Context: an optimization exercise on an open-source flow, tuned for small area. The choices shown serve that exercise and are no tape-out recipe. The RTL was checked by simulation tests, not by an equivalence proof against the original design. No activity file was given, so power comes from the tool's default toggle rates.

## design/flow/run.sh

```bash
#!/bin/bash
# synth_recipe.tcl (not shown) runs the flow's synth.tcl, then flattens the netlist and writes it again
# the make line also repeats each setting of config.mk as NAME=value (left out here)
make -C /OpenROAD-flow-scripts/flow DESIGN_CONFIG=/design/flow/config.mk WORK_HOME=/design/flow/orfs CLKGATE_MAP_FILE= SYNTH_SCRIPT=/design/flow/synth_recipe.tcl finish
```

## design/flow/config.mk

```make
export PLATFORM = sky130hd
export DESIGN_NAME = reg_file
export DESIGN_NICKNAME = reg_file
export VERILOG_FILES = /design/flow/design.v
export SDC_FILE = /design/flow/constraint.sdc
export NUM_CORES = 4
export LEC_CHECK = 0
export CAP_MARGIN = 20
export CORE_MARGIN = 2
export CORE_UTILIZATION = 40
export SLEW_MARGIN = 20
export SYNTH_HIERARCHICAL = 1
export SYNTH_MINIMUM_KEEP_SIZE = 0
```

## design/flow/constraint.sdc

```tcl
create_clock -name core_clock -period 8.0 [get_ports {Clock}]
set_input_delay 1.6000 -clock core_clock [delete_from_list [all_inputs] [get_ports {Clock}]]
set_output_delay 1.6000 -clock core_clock [all_outputs]
set_load 0.01 [all_outputs]
```

## design/flow/design.v

```verilog
module reg_file #(
  parameter int XLEN = 32,
  parameter int NREG = 32
) (
  input  logic            Clock,
  input  logic            nReset,
  input  logic            Wreg,
  input  logic [4:0]      rd,
  input  logic [XLEN-1:0] Wdata,
  input  logic [4:0]      rs1,
  input  logic [4:0]      rs2,
  input  logic            use_rs1,
  input  logic            use_rs2,
  input  logic            issue_valid,
  input  logic            issue_wreg,
  input  logic [4:0]      issue_rd,
  input  logic            flush,
  output logic [XLEN-1:0] rdata1,
  output logic [XLEN-1:0] rdata2,
  output logic            stall,
  output logic            pending_any
);
  logic [XLEN-1:0] regs [1:NREG-1];
  logic [NREG-1:1] valid;
  logic [1:0]      pend [1:NREG-1];
  logic            retire;
  logic [NREG-1:1] wdec;    
  logic [NREG-1:1] keep;    
  logic [NREG-1:1] dec1;    
  logic [NREG-1:1] dec2;    
  logic [NREG-1:1] deci;    
  logic [NREG-1:1] rsel;    
  logic [NREG-1:1] sel1, sel2;
  logic            byp1, byp2;
  assign retire = Wreg && (rd != 5'd0);
  always_comb begin
    for (int r = 1; r < NREG; r++) begin
      wdec[r] = retire && (rd == 5'(r));
      keep[r] = !wdec[r];
      dec1[r] = (rs1 == 5'(r));
      dec2[r] = (rs2 == 5'(r));
      deci[r] = (issue_rd == 5'(r));
      rsel[r] = valid[r] && keep[r];
      sel1[r] = dec1[r] && rsel[r];
      sel2[r] = dec2[r] && rsel[r];
    end
  end
  assign byp1 = retire && (rd == rs1);
  assign byp2 = retire && (rd == rs2);
  for (genvar b = 0; b < XLEN; b++) begin : g_rbit
    logic [NREG-1:0] col;
    always_comb begin
      col[0] = Wdata[b];
      for (int r = 1; r < NREG; r++)
        col[r] = regs[r][b];
    end
    reg_file_mux32 u_rd1 (.sel({sel1, byp1}), .d(col), .y(rdata1[b]));
    reg_file_mux32 u_rd2 (.sel({sel2, byp2}), .d(col), .y(rdata2[b]));
  end
  logic [XLEN-1:0] regs_d [1:NREG-1];
  for (genvar r = 1; r < NREG; r++) begin : g_word
    for (genvar b = 0; b < XLEN; b++) begin : g_bit
      reg_file_hold u_hold (
        .w(Wdata[b]), .we(wdec[r]), .keep(keep[r]), .q(regs[r][b]), .d(regs_d[r][b]));
    end
  end
  always_ff @(posedge Clock) begin
    for (int r = 1; r < NREG; r++)
      regs[r] <= regs_d[r];
  end
  always_ff @(posedge Clock or negedge nReset) begin
    if (!nReset)
      valid <= '0;
    else
      valid <= valid | wdec;
  end
  logic [NREG-1:1] hz;      
  logic [NREG-1:1] full;    
  logic [NREG-1:1] ifire;   
  logic [1:0]      pend_d [1:NREG-1];
  logic            any1, any2, anyi;
  logic            issue_fire;
  for (genvar r = 1; r < NREG; r++) begin : g_pend
    reg_file_pend u_pend (
      .p(pend[r]), .inc(ifire[r]), .dec(wdec[r]), .flush(flush),
      .n(pend_d[r]), .hz(hz[r]), .full(full[r]));
  end
  reg_file_mux32 u_hz1 (.sel({dec1, 1'b0}), .d({hz, 1'b0}), .y(any1));
  reg_file_mux32 u_hz2 (.sel({dec2, 1'b0}), .d({hz, 1'b0}), .y(any2));
  reg_file_mux32 u_full (.sel({deci, 1'b0}), .d({full, 1'b0}), .y(anyi));
  assign stall      = issue_valid && !flush &&
                      ((use_rs1 && any1) || (use_rs2 && any2) || (issue_wreg && anyi));
  assign issue_fire = issue_valid && !stall && issue_wreg;
  always_comb begin
    for (int r = 1; r < NREG; r++)
      ifire[r] = issue_fire && deci[r];
  end
  always_ff @(posedge Clock or negedge nReset) begin
    if (!nReset) begin
      for (int r = 1; r < NREG; r++)
        pend[r] <= 2'd0;
    end else begin
      for (int r = 1; r < NREG; r++)
        pend[r] <= pend_d[r];
    end
  end
  always_comb begin
    pending_any = 1'b0;
    for (int r = 1; r < NREG; r++)
      pending_any = pending_any | (pend[r] != 2'd0);
  end
endmodule
module reg_file_hold (
  input  logic w,
  input  logic we,
  input  logic keep,
  input  logic q,
  output logic d
);
  assign d = (w & we) | (q & keep);
endmodule
module reg_file_mux32 (
  input  logic [31:0] sel,
  input  logic [31:0] d,
  output logic        y
);
  logic [10:0] g;
  for (genvar k = 0; k < 10; k++) begin : g_aoi
    reg_file_aoi222 u_aoi (.a(sel[3*k +: 3]), .b(d[3*k +: 3]), .y(g[k]));
  end
  reg_file_aoi222 u_aoi_last (.a({1'b0, sel[31:30]}), .b({1'b0, d[31:30]}), .y(g[10]));
  assign y = ~&g;
endmodule
module reg_file_aoi222 (
  input  logic [2:0] a,
  input  logic [2:0] b,
  output logic       y
);
  assign y = ~|(a & b);
endmodule
module reg_file_pend (
  input  logic [1:0] p,
  input  logic       inc,
  input  logic       dec,
  input  logic       flush,
  output logic [1:0] n,
  output logic       hz,
  output logic       full
);
  logic up, down;
  assign up   = inc && !dec;
  assign down = dec && !inc && (p != 2'd0);
  assign n[0] = !flush && (p[0] ^ (up || down));
  assign n[1] = !flush && (up ? (p[1] || p[0]) : down ? (p[1] && p[0]) : p[1]);
  assign hz   = (p != 2'd0) && !(dec && p == 2'd1);
  assign full = (p == 2'd3);
endmodule
```

==> summary.txt <==
Int Pwr around 11,000 µW; Adder-Cell Fraction of Synth Area 0; Max-Cap Viols 0; pwr dens 274 nW/µm²; area leader, netlist dfxtp_1; WP data required 6.40 ns; Hold Path Origin valid[18]; vias around 46,000; Crit Path Category in2out; CP Launch Type input pin; Port Buf Inserts approximately 130; Distinct cells, synth 43; crit-path cells clkdlybuf4s50_1 -> nand2_1 -> o21ai_0 -> nor3_2 -> buf_4 -> a222oi_1 -> nand4_1 -> or3_1 -> clkdlybuf4s50_1; Seq pwr share 0.491; clk buf depth 3; Clock Sinks between 1,000 and 1,500; post-synthesis average cell area 11.3 µm²; FF/Latch Area 22,200 µm²; worst rel slew slack 0.108; Clock Skews between 0.01 and 0.015 ns; CP Data Arrival Time between 6 and 7 ns; # nets final 4,479; initial core utilization 0.404; Synth Area in Compound Gates 0.388; maximum number of pins on one net before global-route repair 64; Total Routing Usage GR 0.373; RR Startpoint pend[17][0]; TritonRoute pass-1 iters 15; CTS Root Cell clkbuf_16; Layout area overhead 20.1%; Via-to-Cell Ratio 7.70; 1st-iter DRT viols about 11,000; post-synthesis mux area share 0; Routed WL 227,000 µm; minimum clock period 7.65 ns; Resized Gates After CTS 0; fraction of layout cells with a size suffix above 1 0.132; synth warn 13; vias in the first global route approximately 43,000; num rows roughly 120; Psw 4060 µW; die extent in x roughly 340 µm; Syn Inst Count between 3,000 and 4,000; grt ovf 0; Yosys reg bits 1,085; worst-skew pair later-pin latency between 0.7 and 0.8 ns; CTS tree yes; main combinational cell family by area after synthesis compound AO/OA/AOI/OAI gates; Final period util 0.956; dpl ws 0.695 ns; VDD IR max between 0.15 and 0.2 mV; post-synthesis xor/xnor area fraction 0.00800; ys async rst share 0.0857; crit-path max cell delay between 1 and 1.5 ns; switch share 0.275; area of the multi-input gates ~23,000 µm²; Top FF cell, synth dfxtp_1; most frequent cells in the layout 992 x a22o_1, 992 x dfxtp_1, 738 x a222oi_1; post-synthesis cell area around 45,000 µm²; leak pwr roughly 0.022 µW; Clock power frac 0.381; kind of end point of the critical path output pin; global-route wire length before repair between 300,000 and 400,000 µm; fillers ~10,000; Post-Synth Simple-Gate Area 0.0930; Critical-path top delay cell nor3_2; most used cell, CP clkdlybuf4s50_1; RSZ-0062 raised after global routing false; CTS buffer count 113; crit path from rd[2]; # DRC 0; Core Area ~110,000 µm²; Slew Viols, Final 0; Max Fanout on Critical Path 21; Max Freq roughly 0.13 GHz; die area 115,000 µm²; worst hold slack approximately 0.46 ns; sequential area share after synthesis 0.494; Die Height 339 µm; # IOs ~130; final worst setup slack 0.351 ns; Buf/Inv on CP 3; combinational share of power 0.128; clock transition at the registers of the reported paths around 0.070 ns; Hold Vio Cnt, Final 0; hold_buf cts 0; HPWL Detailed about 130,000 µm; RD Place Congestion around 0.97; Synth top area share 0.443; antenna-violating nets left 0; Crit path max-delay family simple AND/OR/NAND/NOR gates; post-DR wirelength/cell 37.7 µm; Post CTS Setup Buffer Count 0; final setup fails 0; Max H-tree Level 3; most area-consuming cells after synthesis dfxtp_1 44%, a22o_1 19%, a222oi_1 16%; EDFF count, synth 0; initial antenna violation count 23; Worst Tran Pin Value 1.33 ns; status complete, no violations; total negative setup slack 0 ns; Hold Crit Class reg2reg
==> area by class of cell <==
cell class	instances	area share
Antenna cell	9	0.000418
Clock buffer	162	0.0628
Clock inverter	49	0.0102
Inverter	62	0.00432
Multi-Input combinational cell	2830	0.426
Sequential cell	1085	0.412
Tap cell	1488	0.0345
Timing Repair Buffer	327	0.0505
==> through the flow <==
stage,std cells,power (µW),instance area [µm²],util
after floorplan,4027,8220,45100,-
after global placement,5792,9050,49900,0.450
after detailed placement,5792,9100,49900,0.450
after CTS,6003,14600,53900,0.485
after global routing,6003,15200,53900,0.486
final,6012,14800,53900,0.486
==> modules after synthesis (local to each module, per instance) <==
module / area, µm² / copies in the design
reg_file: 24600 / 1
reg_file_pend: 76.3 / 31
reg_file_mux32: 27.5 / 67
reg_file_aoi222: 10.0 / 737
reg_file_hold: 8.76 / 992
==> power groups by stage <==
stage | Combinational, µW | Sequential, µW | Clock (µW)
2_1_floorplan | 1140 | 7080 | 0
3_3_place_gp | 1780 | 7270 | 0
3_5_place_dp | 1830 | 7270 | 0
4_1_cts | 1830 | 7190 | 5630
5_1_grt | 1980 | 7340 | 5850
6_report | 1890 | 7240 | 5620
==> sequential cells by signal (all words and copies together), names as in the netlist <==
register,count
pend,62
valid,31
regs,992
==> layer usage <==
layer / wire [µm] / vias up / global-route usage
met5: 115 / - / 0
met4: 18400 / 18 / 0.265
met3: 36800 / 885 / 0.147
met2: 88100 / 4371 / 0.506
met1: 83100 / 22500 / 0.477
li1: - / 18500 / -
==> synthesized netlist by cell type, drive strengths merged (3+ instances only) <==
| cell type | count |
|---|---|
| nand3b | 40 |
| nand4b | 3 |
| nand4bb | 3 |
| dfxtp | 992 |
| nor4 | 18 |
| clkbuf | 16 |
| nand2b | 30 |
| a22o | 992 |
| a21oi | 31 |
| nor2b | 33 |
| a21o | 31 |
| and4bb | 3 |
| nand3 | 72 |
| dfrtp | 93 |
| or3 | 70 |
| or2 | 17 |
| nor2 | 140 |
| nand2 | 27 |
| o21ai | 93 |
| inv | 62 |
| conb | 68 |
| xor2 | 35 |
| nand4 | 140 |
| buf | 34 |
| xnor2 | 6 |
| a221oi | 31 |
| a222oi | 738 |
| nor3 | 92 |
| or3b | 6 |
| and2 | 33 |
==> worst reg2reg max path, delay by kind of cell, from the launching register on <==
family | cells | cell delay, ns
AOI/OAI and AO/OA | 5 | 1.82
buffers and inverters | 1 | 0.35
DFF | 1 | 0.47
and+or+nand+nor | 5 | 1.43
==> path summary, 6_finish.rpt <==
path	endpoint	slack (ns)	cells past startpoint
min reg2reg	valid[18]	0.46	1
max in group asynchronous	valid[29]	5.96	2
min in group asynchronous	pend[4][0]	0.92	1
max	rdata2[6]	0.35	9
max reg2reg	pend[4][0]	3.82	11
min	valid[18]	0.46	1
==> kinds of logic after synthesis <==
| group | count (synthesis) |
|---|---|
| AO/OA/AOI/OAI | 1918 |
| flip-flops | 1085 |
| AND/OR/NAND/NOR | 731 |
| buffers and inverters | 112 |
| other | 68 |
| XOR/XNOR | 41 |

[port drivers added, routing unchanged]
In the flow no input, the clock included, has a driving cell. The finished layout below was timed again as built, in two steps. Step 1, drivers: a clkbuf_16 drives Clock and a buf_2 each remaining input, both assumed. Step 2 moves the port delays by t, midway between the first and last clock arrival at a register: inputs arrive t later, outputs are due t later. That takes back most of the time a late clock gives input paths. Three values: no drivers, after step 1, after step 2; two values: the first two.
t, ns: 0.779
setup WS [ns]: 0.351 / 0.296 / 0.296
hold slack, ns: 0.461 / 0.461 / 0.461
slew at the worst register clock pin (ns): 0.07 / 0.07
worst slew at a driven data input, ns: 0.12
After both steps setup and hold are still met in this run. The setup slack of this run moves by -0.055 ns with the drivers and by -0.055 ns with both steps.
